This is an optimization exercise on Yosys and OpenROAD, whose aim is small area, not a production implementation.
In this exercise RTL edits were held to simulation tests only and were not proved equivalent to the original.
The clock port is modelled as an ideal driver, which makes a skipped or thinned clock tree look cheaper than it is; a real chip needs a root buffer or a tree.
Power figures rest on the tool's default switching activity, not on a simulated workload.

Design banner_scroller, start of the top module:
module banner_scroller (
    input  logic              clk,
    input  logic              rst_n,
    input  logic              enable,
    input  logic              scroll_tick,
    output logic [ADDR_W-1:0] rom_addr,
    input  logic [WORD_W-1:0] rom_data,
    output logic              row_valid,
    input  logic              row_ready,
    output logic [3:0]        row_idx,
    output logic [WIN_W-1:0]  row_pixels,
    output logic              frame_done,
    output logic [OFF_W-1:0]  offset
);
    logic             st1_q, st0_q;
    logic [3:0]       idx_q;
    logic [WIN_W-1:0] pix_q;
    logic             fd_q;
    logic [OFF_W-1:0] off_q;
    logic             pend_q;
    logic [WIN_W-1:0] pix_d;
    banner_window_extract u_extract (
        .rom_data (rom_data),
        .offset   (off_q),
        .load     (st1_q & st0_q),
        .pix_q    (pix_q),
        .pix_d    (pix_d)
    );
    wire present = st1_q & ~st0_q;
    wire accept  = present & row_ready;
    wire last    = &idx_q[3:1];
    wire fend    = accept & last;
    wire ostep = fend & pend_q;
    wire off_wrap = off_q[6] & off_q[3] & off_q[2] & off_q[1];
    always_ff @(posedge clk) begin
        pix_q <= pix_d;
    end
    always_ff @(posedge clk) begin
        if (!rst_n) begin
            st1_q  <= 1'b0;
  ...
Size: about 370 cells after synthesis, ~130 I/O pins, roughly 3100 um2 of cells after synthesis.
==> flow/config.mk <==
export PLATFORM = sky130hd
export DESIGN_NAME = banner_scroller
export DESIGN_NICKNAME = banner_scroller
export VERILOG_FILES = /design/flow/design.v
export SDC_FILE = /design/flow/constraint.sdc
export NUM_CORES = 8
export LEC_CHECK = 0
export ABC_AREA = 1
export CAP_MARGIN = 5
export CORE_MARGIN = 2
export CORE_UTILIZATION = 60
export SLEW_MARGIN = 5
export SYNTH_HIERARCHICAL = 1
==> flow/constraint.sdc <==
create_clock -name core_clock -period 7.0 [get_ports {clk}]
set_input_delay 1.4000 -clock core_clock [delete_from_list [all_inputs] [get_ports {clk}]]
set_output_delay 1.4000 -clock core_clock [all_outputs]
set_load 0.01 [all_outputs]
standard.sh (not shown) runs the stock make flow with config.mk's settings and CLKGATE_MAP_FILE= SYNTH_SCRIPT=/design/flow/synth_recipe.tcl, a recipe that flattens the netlist after the stock synthesis.
==> flow/flow/run.sh <==
#!/bin/bash
# Own layout flow: the standard ORFS flow (standard.sh) on a copy of ORFS's scripts, with
# these changes:
#  - ABC maps for area (amap) instead of ORFS's delay-driven "map -B 0.9" area script;
#  - port buffering uses the smallest buffer (buf_1) instead of the default choice;
#  - after floorplanning, flow/inv2.tcl makes every inverter an inv_2 (same area, more drive).
# Every tool's output goes to ORFS's own per-step logs under orfs/logs, plus standard.log here.
set -euo pipefail
W=$PWD
# worst register clock-pin slew (ns) that the clock tree must reach by estimate
CTS_TARGET=0.115
rm -rf "$W/scripts"
cp -r "$FLOW_HOME/scripts" "$W/scripts"
cp "$W/flow/abc_area.script" "$W/scripts/abc_area.script"
python3 - "$W/scripts/cts.tcl" "$W/flow/mancts.tcl" "$CTS_TARGET" "$W/flow/cts_candidates.txt" <<'PY'
import sys
path, man, target, cands = sys.argv[1:]
src = open(path).read()
old = "log_cmd clock_tree_synthesis {*}$cts_args"
assert src.count(old) == 1
cand = open(cands).read().strip()
src = src.replace(old, f"source {man}\nbench_manual_cts {target} {{{cand}}}\nset_propagated_clock [all_clocks]")
open(path, "w").write(src)
PY
python3 - "$W/scripts/floorplan.tcl" "$W/flow/inv2.tcl" <<'PY'
import sys
path, tcl = sys.argv[1:]
src = open(path).read()
old = "source_step_tcl POST FLOORPLAN"
assert src.count(old) == 1
src = src.replace(old, old + f"\nsource {tcl}")
open(path, "w").write(src)
PY
export SCRIPTS_DIR="$W/scripts"
export BUFFER_PORTS_ARGS="-buffer_cell sky130_fd_sc_hd__buf_1"
bash "$W/standard.sh" > "$W/standard.log" 2>&1
Other scripts of this flow, unchanged in this note and not shown: flow/flow/abc_area.script, flow/flow/cts_candidates.txt, flow/flow/inv2.tcl, flow/flow/mancts.tcl
Edit:
Settings changed: CORE_UTILIZATION 60 to 70, PLACE_DENSITY set to 0.9.
After rerunning:
- The changed run passed the timing, design-rule and antenna checks
- total power grows by a few percent
- global-route usage grows by 17 points
- final cell count shrinks by a few percent
- first-iteration DRC count grows by well over a third
- via count grows by roughly a tenth
No run of this note takes its clock network from TritonCTS; it comes from the design's own scripts or RTL.

-- afterwards: timing with drivers on the ports --
No port has a modelled driver above. Below, the same layouts with a new extraction and two added sets of constraints.
Step 1: set_driving_cell puts a clkbuf_16 on clk and a buf_2 on each other input, an assumption about the parent block.
Step 2 moves the port delays by t, midway between the first and last clock arrival at a register: inputs arrive t later, outputs are due t later. That takes back most of the time a late clock gives input paths.
a / b / c = ideal ports / drivers / drivers and shift; a / b = the first two.
run | t, ns | setup slack, ns | worst setup path at the end | clock arrival spread, ns
the first run | 0.625 | 3.958 / 3.958 / 3.625 | input to register | 0.029 / 0.029
the second run | 0.639 | 3.707 / 3.707 / 3.317 | input to register | 0.032 / 0.031
After both steps every run listed still meets setup and hold. For the second run, which loses most, drivers alone change the setup slack by 0.000 ns; drivers and shift together by -0.390 ns.
